Background: an optimization exercise with open tools, aiming at small area, a short achievable clock period and few clock cycles per item. Do not read the settings as production practice.
Function was checked by simulation only, so behaviour that the tests miss may differ from the original.
Power and IR drop assume default switching activity.

==> flow/design.v <==
package sqd_pkg;
   localparam int STEPS = 16;
   localparam int STEP_W = 4;
   localparam int KEY_W = 16;
   localparam int LEN_W = 16;
   localparam int CH_W = 3;
   localparam int NOTE_W = 7;
   localparam int NOTE_VALUES = 128;
   localparam int CV_W = 12;
   localparam int CV_MAX = 4095;
   localparam int NOTE_TOP = 119;
   localparam int COUNT_W = 8;
   localparam int CSR_DATA_W = 16;
   localparam int DEFAULT_CHANNELS = 8;
   localparam int DEFAULT_SETTLE_READS = 5;
   localparam logic [LEN_W-1:0] RESET_STEP_LENGTH = 16'd600;
   localparam logic [KEY_W-1:0] SCAN_IDLE = 16'hffff;
   typedef enum logic [1:0] {
      MODE_SCAN  = 2'd0,
      MODE_TICK  = 2'd1,
      MODE_WRITE = 2'd2
   } mode_type;
   typedef enum logic [1:0] {
      CSR_STEP_LENGTH  = 2'd0,
      CSR_RUN_ENABLE   = 2'd1,
      CSR_EDIT_CHANNEL = 2'd2
   } csr_index_type;
   typedef struct packed {
      logic [1:0] mode;
      logic [KEY_W-1:0] scan_bits;
      logic [CH_W-1:0] wr_channel;
      logic [STEP_W-1:0] wr_step;
      logic [NOTE_W-1:0] wr_note;
      logic wr_enabled;
   } req_item_type;
   typedef struct packed {
      logic advanced;
      logic [STEP_W-1:0] step_index;
      logic [CV_W-1:0] cv_first;
      logic [CV_W-1:0] cv_second;
      logic gate_first;
      logic gate_second;
      logic gate_drum;
      logic [STEPS-1:0] led_mask;
      logic [KEY_W-1:0] keys_down;
   } rsp_item_type;
endpackage
module sqd_cv_rom (
   input  logic [sqd_pkg::NOTE_W-1:0] note,
   output logic [sqd_pkg::CV_W-1:0] cv
);
   function automatic logic [128*9-1:0] low_table();
      logic [128*9-1:0] t;
      logic [31:0] v;
      for (int n = 0; n < 128; n++) begin
         v = (n * 4095) / 119;
         if (v > 4095) v = 4095;
         v = v - 32 * n;
         t[n*9 +: 9] = v[8:0];
      end
      low_table = t;
   endfunction
   localparam logic [128*9-1:0] LOW = low_table();
   logic [8:0] low;
   assign low = LOW[note*9 +: 9];
   assign cv = {note + {3'b0, low[8:5]}, low[4:0]};
endmodule
module step_sequencer_with_key_debounce_top #(
   parameter int CHANNELS = sqd_pkg::DEFAULT_CHANNELS,
   parameter int SETTLE_READS = sqd_pkg::DEFAULT_SETTLE_READS
) (
   input  logic clock,
   input  logic reset,
   input  logic req_valid,
   output logic req_ready,
   input  logic [1:0] req_mode,
   input  logic [sqd_pkg::KEY_W-1:0] req_scan_bits,
   input  logic [sqd_pkg::CH_W-1:0] req_wr_channel,
   input  logic [sqd_pkg::STEP_W-1:0] req_wr_step,
   input  logic [sqd_pkg::NOTE_W-1:0] req_wr_note,
   input  logic req_wr_enabled,
   output logic rsp_valid,
   input  logic rsp_ready,
   output logic rsp_advanced,
   output logic [sqd_pkg::STEP_W-1:0] rsp_step_index,
   output logic [sqd_pkg::CV_W-1:0] rsp_cv_first,
   output logic [sqd_pkg::CV_W-1:0] rsp_cv_second,
   output logic rsp_gate_first,
   output logic rsp_gate_second,
   output logic rsp_gate_drum,
   output logic [sqd_pkg::STEPS-1:0] rsp_led_mask,
   output logic [sqd_pkg::KEY_W-1:0] rsp_keys_down,
   input  logic csr_valid,
   output logic csr_ready,
   input  logic [1:0] csr_index,
   input  logic [sqd_pkg::CSR_DATA_W-1:0] csr_data
);
   localparam int STEPS = sqd_pkg::STEPS;
   localparam int STEP_W = sqd_pkg::STEP_W;
   localparam int LEN_W = sqd_pkg::LEN_W;
   localparam int KEY_W = sqd_pkg::KEY_W;
   localparam int NOTE_W = sqd_pkg::NOTE_W;
   localparam int CH_W = sqd_pkg::CH_W;
   localparam logic [sqd_pkg::COUNT_W-1:0] SETTLE_LAST = sqd_pkg::COUNT_W'(SETTLE_READS - 1);
   function automatic logic [1:0] compare(input logic [LEN_W-1:0] a, input logic [LEN_W-1:0] b);
      logic [LEN_W-1:0] gt, eq;
      gt = a & ~b;
      eq = ~(a ^ b);
      for (int w = 1; w < LEN_W; w = w * 2) begin
         for (int i = 0; i + w < LEN_W; i = i + 2 * w) begin
            gt[i] = gt[i + w] | (eq[i + w] & gt[i]);
            eq[i] = eq[i + w] & eq[i];
         end
      end
      compare = {gt[0], eq[0]};
   endfunction
   logic move;
   logic accept;
   logic [1:0] skid_mode, s0_mode;
   logic [KEY_W-1:0] port_pay, skid_pay, s0_pay;
   logic skid_valid, s0_valid;
   assign csr_ready = 1'b1;
   assign req_ready = !skid_valid;
   assign accept = req_valid && !skid_valid;
   assign port_pay = (req_mode == 2'd0) ? req_scan_bits
                                        : {1'b0, req_wr_channel, req_wr_step, req_wr_note, req_wr_enabled};
   always_ff @(posedge clock) begin
      if (reset) begin
         skid_valid <= 1'b0;
         s0_valid <= 1'b0;
      end else if (move) begin
         skid_valid <= 1'b0;
         s0_valid <= skid_valid || accept;
      end else if (accept) begin
         skid_valid <= 1'b1;
      end
   end
   always_ff @(posedge clock) begin
      if (!move && !skid_valid) begin
         skid_mode <= req_mode;
         skid_pay <= port_pay;
      end
      if (move) begin
         s0_mode <= skid_valid ? skid_mode : req_mode;
         s0_pay <= skid_valid ? skid_pay : port_pay;
      end
   end
   logic [KEY_W-1:0] s0_scan_bits;
   logic [CH_W-1:0] s0_wr_channel;
   logic [STEP_W-1:0] s0_wr_step;
   logic [NOTE_W-1:0] s0_wr_note;
   logic s0_wr_enabled;
   assign s0_scan_bits = s0_pay;
   assign {s0_wr_channel, s0_wr_step, s0_wr_note, s0_wr_enabled} = s0_pay[14:0];
   logic state_reset;
   always_ff @(posedge clock) state_reset <= reset;
   logic [LEN_W-1:0] step_length_ff;
   logic run_enable_ff;
   logic [CH_W-1:0] edit_channel_ff;
   logic [STEPS-1:0] rows_ff [CHANNELS];
   logic [NOTE_W-1:0] notes0_ff [STEPS];
   logic [NOTE_W-1:0] notes1_ff [STEPS];
   logic [STEP_W-1:0] step_ff;
   logic [LEN_W-1:0] elapsed_ff;
   logic [KEY_W-1:0] last_scan_ff;
   logic [sqd_pkg::COUNT_W-1:0] count_ff;
   logic [KEY_W-1:0] settled_ff;
   logic advanced_ff;
   logic [NOTE_W-1:0] cur0_ff, cur1_ff;
   logic pend_ff;
   logic apply;
   logic is_scan, is_tick, is_write;
   logic same_scan, settle;
   logic [STEPS-1:0] wr_hot;
   assign apply = move && s0_valid;
   assign is_scan = (s0_mode == 2'd0);
   assign is_tick = (s0_mode == 2'd1);
   assign is_write = (s0_mode == 2'd2);
   assign same_scan = (s0_scan_bits == last_scan_ff);
   assign settle = is_scan && same_scan && (count_ff == SETTLE_LAST);
   assign wr_hot = STEPS'(1) << s0_wr_step;
   logic [1:0] cmp;
   logic over0, over1, advance;
   logic [LEN_W-1:0] diff0, diff1, elapsed_inc, elapsed_next;
   assign cmp = compare(elapsed_ff, step_length_ff);
   assign over0 = cmp[1];
   assign over1 = (cmp[1] || cmp[0]) && (elapsed_ff != '1);
   assign advance = run_enable_ff && (is_tick ? over1 : over0);
   assign diff0 = elapsed_ff - step_length_ff;
   assign diff1 = diff0 + 1'b1;
   assign elapsed_inc = elapsed_ff + 1'b1;
   always_comb begin
      if (advance) elapsed_next = is_tick ? diff1 : diff0;
      else elapsed_next = is_tick ? elapsed_inc : elapsed_ff;
   end
   always_ff @(posedge clock) begin
      if (reset) begin
         step_length_ff <= sqd_pkg::RESET_STEP_LENGTH;
         run_enable_ff <= 1'b1;
         edit_channel_ff <= '0;
      end else if (csr_valid) begin
         case (csr_index)
            2'd0: step_length_ff <= csr_data[LEN_W-1:0];
            2'd1: run_enable_ff <= csr_data[0];
            2'd2: edit_channel_ff <= csr_data[CH_W-1:0];
            default: begin
            end
         endcase
      end
   end
   logic [STEP_W-1:0] step_plus1;
   always_ff @(posedge clock) begin
      if (state_reset) begin
         step_ff <= '0;
         step_plus1 <= STEP_W'(1);
         elapsed_ff <= '0;
         last_scan_ff <= sqd_pkg::SCAN_IDLE;
         count_ff <= '0;
         settled_ff <= '0;
         advanced_ff <= 1'b0;
      end else if (apply) begin
         advanced_ff <= advance;
         if (advance) begin
            step_ff <= step_plus1;
            step_plus1 <= step_plus1 + 1'b1;
         end
         elapsed_ff <= elapsed_next;
         if (is_scan) begin
            if (same_scan) begin
               count_ff <= count_ff + 1'b1;
            end else begin
               last_scan_ff <= s0_scan_bits;
               count_ff <= '0;
            end
         end
         if (settle) settled_ff <= ~s0_scan_bits;
      end
   end
   logic [STEPS-1:0] row_col;
   logic row_bit_write, row_bit_flip;
   assign row_col = is_write ? wr_hot : (settled_ff & s0_scan_bits);
   assign row_bit_write = !state_reset && is_write && s0_wr_enabled;
   assign row_bit_flip = !state_reset && !is_write;
   for (genvar c = 0; c < CHANNELS; c++) begin : g_row
      logic row_en;
      assign row_en = state_reset || (apply && ((is_write && (32'(s0_wr_channel) == c))
                                          || (settle && (32'(edit_channel_ff) == c))));
      always_ff @(posedge clock) begin
         for (int s = 0; s < STEPS; s++) begin
            if (row_en && (state_reset || row_col[s]))
               rows_ff[c][s] <= row_bit_write || (row_bit_flip && !rows_ff[c][s]);
         end
      end
   end
   logic [NOTE_W-1:0] cur0_next, cur1_next;
   logic hit_here, hit_next;
   assign hit_here = is_write && (s0_wr_step == step_ff);
   assign hit_next = is_write && (s0_wr_step == step_plus1);
   always_comb begin
      if (advance) begin
         cur0_next = (hit_next && s0_wr_channel == 3'd0) ? s0_wr_note : notes0_ff[step_plus1];
         cur1_next = (hit_next && s0_wr_channel == 3'd1) ? s0_wr_note : notes1_ff[step_plus1];
      end else begin
         cur0_next = (hit_here && s0_wr_channel == 3'd0) ? s0_wr_note : cur0_ff;
         cur1_next = (hit_here && s0_wr_channel == 3'd1) ? s0_wr_note : cur1_ff;
      end
   end
   always_ff @(posedge clock) begin
      if (state_reset) begin
         cur0_ff <= '0;
         cur1_ff <= '0;
      end else if (apply) begin
         cur0_ff <= cur0_next;
         cur1_ff <= cur1_next;
      end
   end
   logic [NOTE_W-1:0] note_wdata;
   logic note_wr0, note_wr1;
   assign note_wdata = state_reset ? '0 : s0_wr_note;
   assign note_wr0 = state_reset || (apply && is_write && (s0_wr_channel == 3'd0));
   assign note_wr1 = state_reset || (apply && is_write && (s0_wr_channel == 3'd1));
   always_ff @(posedge clock) begin
      for (int s = 0; s < STEPS; s++) begin
         if (note_wr0 && (state_reset || wr_hot[s])) notes0_ff[s] <= note_wdata;
         if (note_wr1 && (state_reset || wr_hot[s])) notes1_ff[s] <= note_wdata;
      end
   end
   sqd_pkg::rsp_item_type result, rsp_ff;
   logic rsp_valid_ff;
   logic [sqd_pkg::CV_W-1:0] cv_first, cv_second;
   assign move = !rsp_valid_ff || rsp_ready;
   sqd_cv_rom u_cv_first (.note(cur0_ff), .cv(cv_first));
   sqd_cv_rom u_cv_second (.note(cur1_ff), .cv(cv_second));
   always_comb begin
      result.advanced = advanced_ff;
      result.step_index = step_ff;
      result.cv_first = cv_first;
      result.cv_second = cv_second;
      result.gate_first = rows_ff[0][step_ff];
      result.gate_second = rows_ff[1][step_ff];
      result.gate_drum = step_ff[0];
      result.led_mask = rows_ff[edit_channel_ff] ^ (STEPS'(1) << step_ff);
      result.keys_down = settled_ff;
   end
   always_ff @(posedge clock) begin
      if (reset) begin
         pend_ff <= 1'b0;
         rsp_valid_ff <= 1'b0;
      end else if (move) begin
         pend_ff <= s0_valid;
         rsp_valid_ff <= pend_ff;
      end
      if (move) rsp_ff <= result;
   end
   assign rsp_valid = rsp_valid_ff;
   assign rsp_advanced = rsp_ff.advanced;
   assign rsp_step_index = rsp_ff.step_index;
   assign rsp_cv_first = rsp_ff.cv_first;
   assign rsp_cv_second = rsp_ff.cv_second;
   assign rsp_gate_first = rsp_ff.gate_first;
   assign rsp_gate_second = rsp_ff.gate_second;
   assign rsp_gate_drum = rsp_ff.gate_drum;
   assign rsp_led_mask = rsp_ff.led_mask;
   assign rsp_keys_down = rsp_ff.keys_down;
endmodule
==> flow/flow/run.sh <==
#!/bin/bash
# Standard layout with three changes to how it is made:
#  - timing repair aims past the clock period: repair_timing works until every path has
#    6.6 ns of setup slack at the 10 ns clock;
#  - every port still gets its own buffer, but the smallest one (buf_1);
#  - the clock tree uses clkbuf_8 buffers, clustering up to 14 sinks per leaf buffer,
#    with no dummy loads.
set -euo pipefail
export SETUP_SLACK_MARGIN=6.6
export BUFFER_PORTS_ARGS="-buffer_cell sky130_fd_sc_hd__buf_1"
export CTS_ARGS="-sink_clustering_enable -repair_clock_nets -sink_clustering_size 14 -sink_clustering_max_diameter 60 -dont_use_dummy_load -buf_list sky130_fd_sc_hd__clkbuf_8"
bash standard.sh > standard.log 2>&1
==> flow/standard.sh <==
#!/bin/bash
# synth_recipe.tcl (not shown) runs the flow's synth.tcl, then flattens the netlist and writes it again
# the make line also repeats each setting of config.mk as NAME=value (left out here)
make -C /OpenROAD-flow-scripts/flow DESIGN_CONFIG=/design/flow/config.mk WORK_HOME=/design/flow/orfs CLKGATE_MAP_FILE= SYNTH_SCRIPT=/design/flow/synth_recipe.tcl "${@:-finish}"
==> flow/config.mk <==
export PLATFORM = sky130hd
export DESIGN_NAME = step_sequencer_with_key_debounce_top
export DESIGN_NICKNAME = step_sequencer_with_key_debounce_top
export VERILOG_FILES = /design/flow/design.v
export SDC_FILE = /design/flow/constraint.sdc
export NUM_CORES = 4
export LEC_CHECK = 0
export CAP_MARGIN = 20
export CORE_MARGIN = 2
export CORE_UTILIZATION = 65
export SLEW_MARGIN = 20
export TNS_END_PERCENT = 100
==> flow/constraint.sdc <==
create_clock -name core_clock -period 10.0 [get_ports {clock}]
set_input_delay 2.0000 -clock core_clock [delete_from_list [all_inputs] [get_ports {clock}]]
set_output_delay 2.0000 -clock core_clock [all_outputs]
set_load 0.01 [all_outputs]
==> results of run 1 <==
## layout make-up
type	instances	share of cell area, %
flip-flops and latches	555	51.5
inverters	49	0.676
well taps	539	2.22
multi-input cells	1718	39.5
diodes	2	0.0165
repair buffers	188	3.83
repair inverters	1	0.0165
clock buffers	49	2.22
## synth_stat cells, drive strengths merged (32+ instances only)
cell and count:
a211oi 33, o21ai 241, a221oi 33, buf 44, xor2 39, a22o 32
dfxtp 104, nor2b 47, edfxtp 451, nand3 38, mux4 42, nand2 131
clkbuf 154, mux2 42, ha 55, nor2 345, nor3 33, a21oi 161
xnor2 42, mux2i 43, inv 45, a31oi 35
## registers in the layout, indices dropped and copies added (netlist names), 2 cells and up
| register | flops |
|---|---|
| count_ff | 8 |
| cur0_ff | 7 |
| cur1_ff | 7 |
| edit_channel_ff | 3 |
| elapsed_ff | 16 |
| last_scan_ff | 16 |
| notes0_ff | 112 |
| notes1_ff | 112 |
| rows_ff | 128 |
| rsp_ff | 63 |
| s0_mode | 2 |
| s0_pay | 16 |
| settled_ff | 16 |
| skid_mode | 2 |
| skid_pay | 16 |
| step_ff | 4 |
| step_length_ff | 16 |
| step_plus1 | 4 |
## how the worst min path moves through the flow
| stage | slack, ps | endpoint | cells after the start | from |
|---|---|---|---|---|
| 6_report | 460 | step_length_ff[15] | 2 | step_length_ff[15] |
| 5_1_grt | 480 | step_length_ff[15] | 2 | step_length_ff[15] |
| 4_1_cts | 460 | step_length_ff[7] | 2 | step_length_ff[7] |
| 3_5_place_dp | 450 | step_length_ff[7] | 2 | step_length_ff[7] |
| 3_3_place_gp | 440 | rsp_valid_ff | 2 | pend_ff |
| 2_1_floorplan | 410 | rsp_ff[59] | 0 | step_ff[0] |
## metrics by stage
stage	worst slack [ps]	hold slack, ps
detailed placement	4940	449
global route	6440	479
global placement	5000	435
CTS	6440	458
floorplan	5760	406
finish	6600	457
## metal layers
layer	vias up	GRT usage (%)
li1	9452	-
met1	10338	47.2
met2	1130	54.5
met3	158	6.62
met4	0	11.5
met5	-	0
## kinds of logic after synthesis
family / Yosys count
simple gates: 730
compound gates: 717
flops: 555
buf+inv: 247
mux: 127
xor+xnor: 81
fa+ha+maj: 58
other cells: 1
## power by group through the flow
stage               Clock, mW  Combinational (mW)  Sequential (mW)
detailed placement          0               0.603             2.82
finish                   1.16               0.649             2.77
floorplan                   0               0.439             2.77
global placement            0               0.586             2.81
global route             1.24               0.704             2.78
CTS                      1.17               0.622             2.77
## what timing repair did
item	CTS	global route
cloned	7	1
endpoints found under the setup margin	421	303
pin swaps	12	0
buffers inserted	22	13
resized for setup	33	66
## tightest hold or removal path: stages, from the launching register on
cell and delay [ps]:
dfxtp_1 310, nand2_1 50, a21oi_1 50
==> flow_metrics.tcl, run 1 <==
set metrics [dict create \
    clock_power_share_pct 25.3 \
    cp-end-kind "register" \
    final_common_cell "edfxtp_1" \
    slowest_stage "or3_4" \
    num_io_pins 123 \
    max_freq_ghz 0.294 \
    design_area_sq_mm 0.0304 \
    stdcell_count 3101 \
    grt_start_max_net_pins 135 \
    yosysSeqAreaShare_pct 56.0 \
    seqCellArea_sq_mm 0.0156 \
    syn2layout_area_growth_pct 8.90 \
    slew_viol_final 0 \
    cts.clk_slew.worst_paths_ps 90 \
    finalSetupTns_ps 0 \
    p_sw_mw 1.24 \
    synthDistinctLibCells 89 \
    p_int_mw 3.33 \
    grt_pass1_vias 19918 \
    synth_top_area_cell "edfxtp_1" \
    synth_mux_area_share_pct 6.63 \
    antenna_found_initial 1 \
    cts-root-buf "clkbuf_8" \
    finalCriticalPeriod_ps 3400 \
    r2r_start "cur0_ff[2]" \
    yosys_warnings 4 \
    p_leak_nw 10.5 \
    ys_top_cells_by_area "edfxtp_1 49%, dfxtp_1 7.5%, nor2_1 4.6%, o21ai_0 4.2%, mux4_2 3.4%" \
    grt.total_usage_pct 34.1 \
    worstSetupEndpoint "rows_ff[2][1]" \
    synthCells 2516 \
    synth_edf_count 451 \
    path_class "in2reg" \
    max_slew.worst_pin.slew_ps 1210 \
    path_delay_family "simple AND/OR/NAND/NOR gates" \
    wire_per_inst_microns 24.5 \
    placed_cell_area_sq_mm 0.0288 \
    first_pass_iters 8 \
    seq_power_share_pct 60.5 \
    vias 21078 \
    syn_area_per_cell_sq_um 11.1 \
    netSwitchingFraction_pct 27.1 \
    multiInputGateArea_sq_mm 0.0120 \
    hpwl_microns 49000 \
    ff2ff_path_depth 13 \
    start_kind "input pin" \
    required_ps 10390 \
    synth_compound_area_share_pct 16.5 \
    cap_violations 0 \
    critical-path-max-stage-delay_ps 350 \
    clock_latency_ps 670 \
    finalWirelength_microns 76000 \
    cp_num_cells 13 \
    syn-num-nets 2630 \
    syn_area_sq_mm 0.0279 \
    grt.overflow.total 0 \
    period_share_pct 34.0 \
    die_area_sq_mm 0.0446 \
    num_rows 75 \
    crit_buf_inv 5 \
    total_power_mw 4.57 \
    yosys.area.top_type_share_pct 48.6 \
    clockBufferDepth 3 \
    antenna_left 0 \
    finalNetCount 2676 \
    synthXorXnorAreaFrac_pct 2.54 \
    pwr_density_cell_mw_per_mm2 151 \
    relSlewSlack_pct 19.3 \
    status "timing/DRC/antenna clean" \
    synth_top_family_by_area "compound AO/OA/AOI/OAI gates" \
    rsz0062_at_grt "yes" \
    cts_hold_buf 0 \
    final_cell_mix "451 x edfxtp_1, 263 x nor2_1, 232 x o21ai_0" \
    h-tree-depth 2 \
    cp_max_fo 8 \
    met1_length_microns 29700 \
    p_comb_share_pct 14.2 \
    die_x_microns 211 \
    startpoint "rsp_ready" \
    synth_fa_ha_area_share_pct 2.68 \
    r2r_slack_ps 6630 \
    hold_viol_final 0 \
    dp_cells 3006 \
    drtIter0Drc 2816 \
    port_buffers 121 \
    cts.sinks 555 \
    routed_via_density 6.80 \
    route.met2.wl_microns 36000 \
    grt_pass1_wl_microns 116000 \
    async_reset_ff_share_pct 0 \
    dominantRegCellSynth "edfxtp_1" \
    cts_tree "built" \
    synth.ff_latch_count 555 \
    routabilityCongestion 0.938 \
    ir_drop_mv 0.120 \
    hold_class "reg2reg" \
    r2r_end "rsp_ff[58]" \
    coreArea_sq_mm 0.0421 \
    fin_util_pct 72.1 \
    skew_ps 82.7 \
    path_cells "buf_12 -> nand2b_4 -> nand2_8 -> nor3_4 -> nand2_1 -> or3_4 -> buf_12 -> nor2_4 -> buf_12 -> buf_12 -> a221oi_4 -> clkbuf_16 -> nor2_2" \
    die_h_microns 211 \
    yosys.area_share.simple_pct 12.2 \
    cp.arrival_ps 3790 \
    drive_above_1_share_pct 14.5 \
    crit_path_frequent_cell "buf_12" \
    setup_viol 0 \
    wl_met3_microns 7890 \
    initial_core_util_pct 66.2 \
    top_layer "met4" \
    cts_buffers 49 \
    drc_errors 0 \
    fillers 3080 \
]
Testbench counts, summed over its fixed seeds: cycles 19,296, items 19,200.
==> run 2: changes to the inputs <==
--- a/flow/design.v
+++ b/flow/design.v
@@ -120,4 +120,8 @@
    logic [KEY_W-1:0] port_pay, skid_pay, s0_pay;
    logic skid_valid, s0_valid;
+   logic [1:0] next_mode;
+   logic [KEY_W-1:0] next_pay;
+   logic next_same, s0_same, last_scan_moves;
+   logic state_reset;
    assign csr_ready = 1'b1;
    assign req_ready = !skid_valid;
@@ -142,9 +146,18 @@
       end
       if (move) begin
-         s0_mode <= skid_valid ? skid_mode : req_mode;
-         s0_pay <= skid_valid ? skid_pay : port_pay;
+         s0_mode <= next_mode;
+         s0_pay <= next_pay;
+         s0_same <= next_same;
       end
    end
    logic [KEY_W-1:0] s0_scan_bits;
+   assign next_mode = skid_valid ? skid_mode : req_mode;
+   assign next_pay = skid_valid ? skid_pay : port_pay;
+   assign last_scan_moves = s0_valid && (s0_mode == 2'd0) && !s0_same;
+   always_comb begin
+      if (state_reset) next_same = (next_pay == sqd_pkg::SCAN_IDLE);
+      else if (last_scan_moves) next_same = (next_pay == s0_pay);
+      else next_same = (next_pay == last_scan_ff);
+   end
    logic [CH_W-1:0] s0_wr_channel;
    logic [STEP_W-1:0] s0_wr_step;
@@ -153,5 +166,4 @@
    assign s0_scan_bits = s0_pay;
    assign {s0_wr_channel, s0_wr_step, s0_wr_note, s0_wr_enabled} = s0_pay[14:0];
-   logic state_reset;
    always_ff @(posedge clock) state_reset <= reset;
    logic [LEN_W-1:0] step_length_ff;
@@ -177,5 +189,5 @@
    assign is_tick = (s0_mode == 2'd1);
    assign is_write = (s0_mode == 2'd2);
-   assign same_scan = (s0_scan_bits == last_scan_ff);
+   assign same_scan = s0_same;
    assign settle = is_scan && same_scan && (count_ff == SETTLE_LAST);
    assign wr_hot = STEPS'(1) << s0_wr_step;
@@ -210,8 +222,8 @@
    end
    logic [STEP_W-1:0] step_plus1;
+   assign step_plus1 = step_ff + 1'b1;
    always_ff @(posedge clock) begin
       if (state_reset) begin
          step_ff <= '0;
-         step_plus1 <= STEP_W'(1);
          elapsed_ff <= '0;
          last_scan_ff <= sqd_pkg::SCAN_IDLE;
@@ -221,8 +233,5 @@
       end else if (apply) begin
          advanced_ff <= advance;
-         if (advance) begin
-            step_ff <= step_plus1;
-            step_plus1 <= step_plus1 + 1'b1;
-         end
+         if (advance) step_ff <= step_plus1;
          elapsed_ff <= elapsed_next;
          if (is_scan) begin
==> flow/flow/run.sh (replaced) <==
#!/bin/bash
# Standard layout with three changes to how it is made:
#  - timing repair aims past the clock period: repair_timing works until every path has
#    6.8 ns of setup slack at the 10 ns clock;
#  - every port still gets its own buffer, but the smallest one (buf_1);
#  - the clock tree uses clkbuf_8 buffers, clustering up to 14 sinks per leaf buffer,
#    with no dummy loads.
set -euo pipefail
export SETUP_SLACK_MARGIN=6.8
export BUFFER_PORTS_ARGS="-buffer_cell sky130_fd_sc_hd__buf_1"
export CTS_ARGS="-sink_clustering_enable -repair_clock_nets -sink_clustering_size 14 -sink_clustering_max_diameter 60 -dont_use_dummy_load -buf_list sky130_fd_sc_hd__clkbuf_8"
bash standard.sh > standard.log 2>&1
==> run 2 against run 1 <==
  * Global-route usage rose by 0.054 points
  * Design area rose by 4.7%
  * Critical path depth is 12 lower
  * Synthesized area increased by 1.9%
  * Critical path type is now reg2out
  * Flip-flop and latch count fell by 3
  * Via count up 5.1%
  * Fmax up 1.6%
  * Synthesized cell count up 6.0%
  * Non-clock buffer count up 50
  * Count of clock-buffer cells in the layout down 3
  * Die area up 1.8%
  * First-iteration DRC count grew 18%
==> flow_metrics.tcl, run 2 <==
set metrics [dict create \
    final_common_cell "edfxtp_1" \
    cts_tree "built" \
    drtIter0Drc 3316 \
    finalWirelength_microns 78400 \
    largest_reg_flops 128 \
    cp-end-kind "primary output" \
    slew_viol_final 0 \
    grt_start_max_net_pins 134 \
    drc_errors 0 \
    syn-num-nets 2783 \
    vias 22143 \
    synth.ff_latch_count 552 \
    crit_buf_inv 1 \
    stdcell_count 3331 \
    start_kind "register" \
    yosys.area.top_type_share_pct 47.8 \
    die_h_microns 213 \
    insertedDiodeCount 0 \
    grt_pass1_vias 20377 \
    coreArea_sq_mm 0.0431 \
    yosysSeqAreaShare_pct 54.8 \
    ir_drop_mv 0.113 \
    grt.overflow.total 0 \
    top_usage_layer "met2" \
    hold_viol_final 0 \
    skew_ps 129 \
    fillers 3090 \
    synthMostInstantiatedCell "edfxtp_1" \
    path_delay_family "flip-flops" \
    relSlewSlack_pct 19.3 \
    cts_buffers 46 \
    hold_class "reg2reg" \
    finalNetCount 2863 \
    regMostFlops "rows_ff" \
    wire_per_inst_microns 23.5 \
    met1_usage_pct 49.3 \
    place_ws_ps 4920 \
    max_slew.worst_pin.slew_ps 1210 \
    yosys_warnings 4 \
    num_rows 76 \
    required_ps 8000 \
    path_cells "clkbuf_2" \
    syn_area_per_cell_sq_um 10.6 \
    max_freq_ghz 0.299 \
    num_io_pins 123 \
    hpwl_microns 48800 \
    synth_edf_count 452 \
    dominantRegCellSynth "edfxtp_1" \
    finalCriticalPeriod_ps 3350 \
    cap_violations 0 \
    synthTopCellsByCount "452 x edfxtp_1, 337 x nor2_1, 242 x o21ai_0" \
    grt.total_usage_pct 34.1 \
    critical-path-max-stage-delay_ps 470 \
    cts.clk_slew.worst_paths_ps 90 \
    rsz0062_at_grt "yes" \
    r2r_slack_ps 6770 \
    grt_pass1_wl_microns 118000 \
    antenna_found_initial 0 \
    routed_via_density 6.65 \
    cp.arrival_ps 1350 \
    finalSetupTns_ps 0 \
    initial_core_util_pct 65.9 \
    syn_area_sq_mm 0.0284 \
    use_met2_pct 53.0 \
    top_regs "rows_ff: 128 flops, notes0_ff: 112 flops, notes1_ff: 112 flops" \
    final_cell_mix "452 x edfxtp_1, 247 x nor2_1, 242 x o21ai_0" \
    syn2layout_area_growth_pct 12.0 \
    die_area_sq_mm 0.0454 \
    antenna_left 0 \
    met3_usage_pct 5.71 \
    drive_above_1_share_pct 17.7 \
    fin_ws_ps 6650 \
    path_class "reg2out" \
    port_buffers 121 \
    cp_max_fo 1 \
    placed_cell_area_sq_mm 0.0296 \
    clockBufferDepth 3 \
    first_pass_iters 6 \
    ys_top_cells_by_area "edfxtp_1 48%, dfxtp_1 7.0%, nor2_1 4.5%, o21ai_0 4.3%, nand2_1 2.8%" \
    async_reset_ff_share_pct 0 \
    routabilityCongestion 0.883 \
    slowest_stage "edfxtp_1" \
    period_share_pct 33.5 \
    h-tree-depth 2 \
    clock_latency_ps 710 \
    setup_viol 0 \
    status "timing/DRC/antenna clean" \
    cts.sinks 552 \
    synthCells 2668 \
    dp_cells 3202 \
    cts-root-buf "clkbuf_8" \
    p_leak_nw 11.2 \
    design_area_sq_mm 0.0318 \
    pwr_density_cell_mw_per_mm2 146 \
    synth_top_area_cell "edfxtp_1" \
    cts_hold_buf 0 \
    die_x_microns 213 \
    synthDistinctLibCells 96 \
]
## run 2: per-stage QoR
step | hold slack, ps | utilization, % | power (mW)
finish | 450 | 73.8 | 4.65
global route | 459 | 73.8 | 4.80
CTS | 444 | 72.0 | 4.60
detailed placement | 423 | 68.6 | 3.48
global placement | 418 | 68.6 | 3.45
floorplan | 403 | - | 3.26
## run 2: cell families (layout without fill, tap and decap cells)
kind of cell | Yosys count | count (layout) | share of synthesized area [%]
simple gates | 803 | 803 | 12.9
xor+xnor | 82 | 82 | 2.55
flops | 552 | 552 | 54.8
fa+ha+maj | 59 | 59 | 2.68
compound gates | 755 | 758 | 17.3
mux | 127 | 127 | 5.72
other cells | 1 | 1 | 0.0132
buf+inv | 289 | 364 | 4.02
## run 2: area by class of cell
class	count	area (sq um)	area share, %
multi-input combinational	1830	12800	40.2
timing repair inverter	5	38.8	0.122
timing repair buffer	238	1700	5.33
clock buffer	46	633	1.99
inverter	75	324	1.02
sequential	552	15600	49.1
tap	585	732	2.30
## run 2: repair_timing
action,CTS,global route
hold endpoints to repair,0,0
pin swaps,19,18
setup buffers,28,40
gates resized for setup,96,116
endpoints found under the setup margin,434,270
cloned,12,1
## run 2: routing by layer
layer | vias to the layer above | part of all wire (%)
li1 | 10023 | -
met1 | 10753 | 41
met2 | 1198 | 46
met3 | 169 | 9.6
met4 | 0 | 3.3
met5 | - | 0
## run 2: final timing paths
| path | from | endpoint | cells past startpoint |
|---|---|---|---|
| hold / removal | settled_ff[7] | rsp_ff[7] | 0 |
| setup / recovery | rsp_ff[7] | rsp_keys_down[7] | 1 |
| setup reg to reg | step_ff[1] | cur0_ff[6] | 12 |
| hold reg to reg | settled_ff[7] | rsp_ff[7] | 0 |
## run 2: power by group
group | internal [mW] | switching (mW)
clock | 0.411 | 0.710
combinational | 0.290 | 0.491
sequential | 2.65 | 0.0935
Testbench counts of run 2, summed over its fixed seeds: cycles 19,296, items 19,200.

==> separate check: timing with driven ports <==
The results above use ideal ports. As a check the final layouts listed here were re-extracted and re-timed, cells and wires unchanged. Step 1 sets driving cells, clkbuf_16 on the clock port and buf_2 on the other inputs (assumed; they add their load-dependent delay and slew). Step 2 moves the port delays by t, midway between the first and last clock arrival at a register: inputs arrive t later, outputs are due t later. That takes back most of the time a late clock gives input paths. Slacks: ideal ports / drivers / drivers and shift; pairs: ideal ports / drivers.
run | t, ns | setup WS [ns] | cell pins on the clock port's net
run 1 | 0.685 | 6.601 / 6.582 / 5.897 | 1
run 2 | 0.695 | 6.655 / 6.603 / 5.984 | 1
After both steps every run listed still meets setup and hold. For run 1, which loses most, drivers alone change the setup slack by -0.019 ns; drivers and shift together by -0.704 ns.
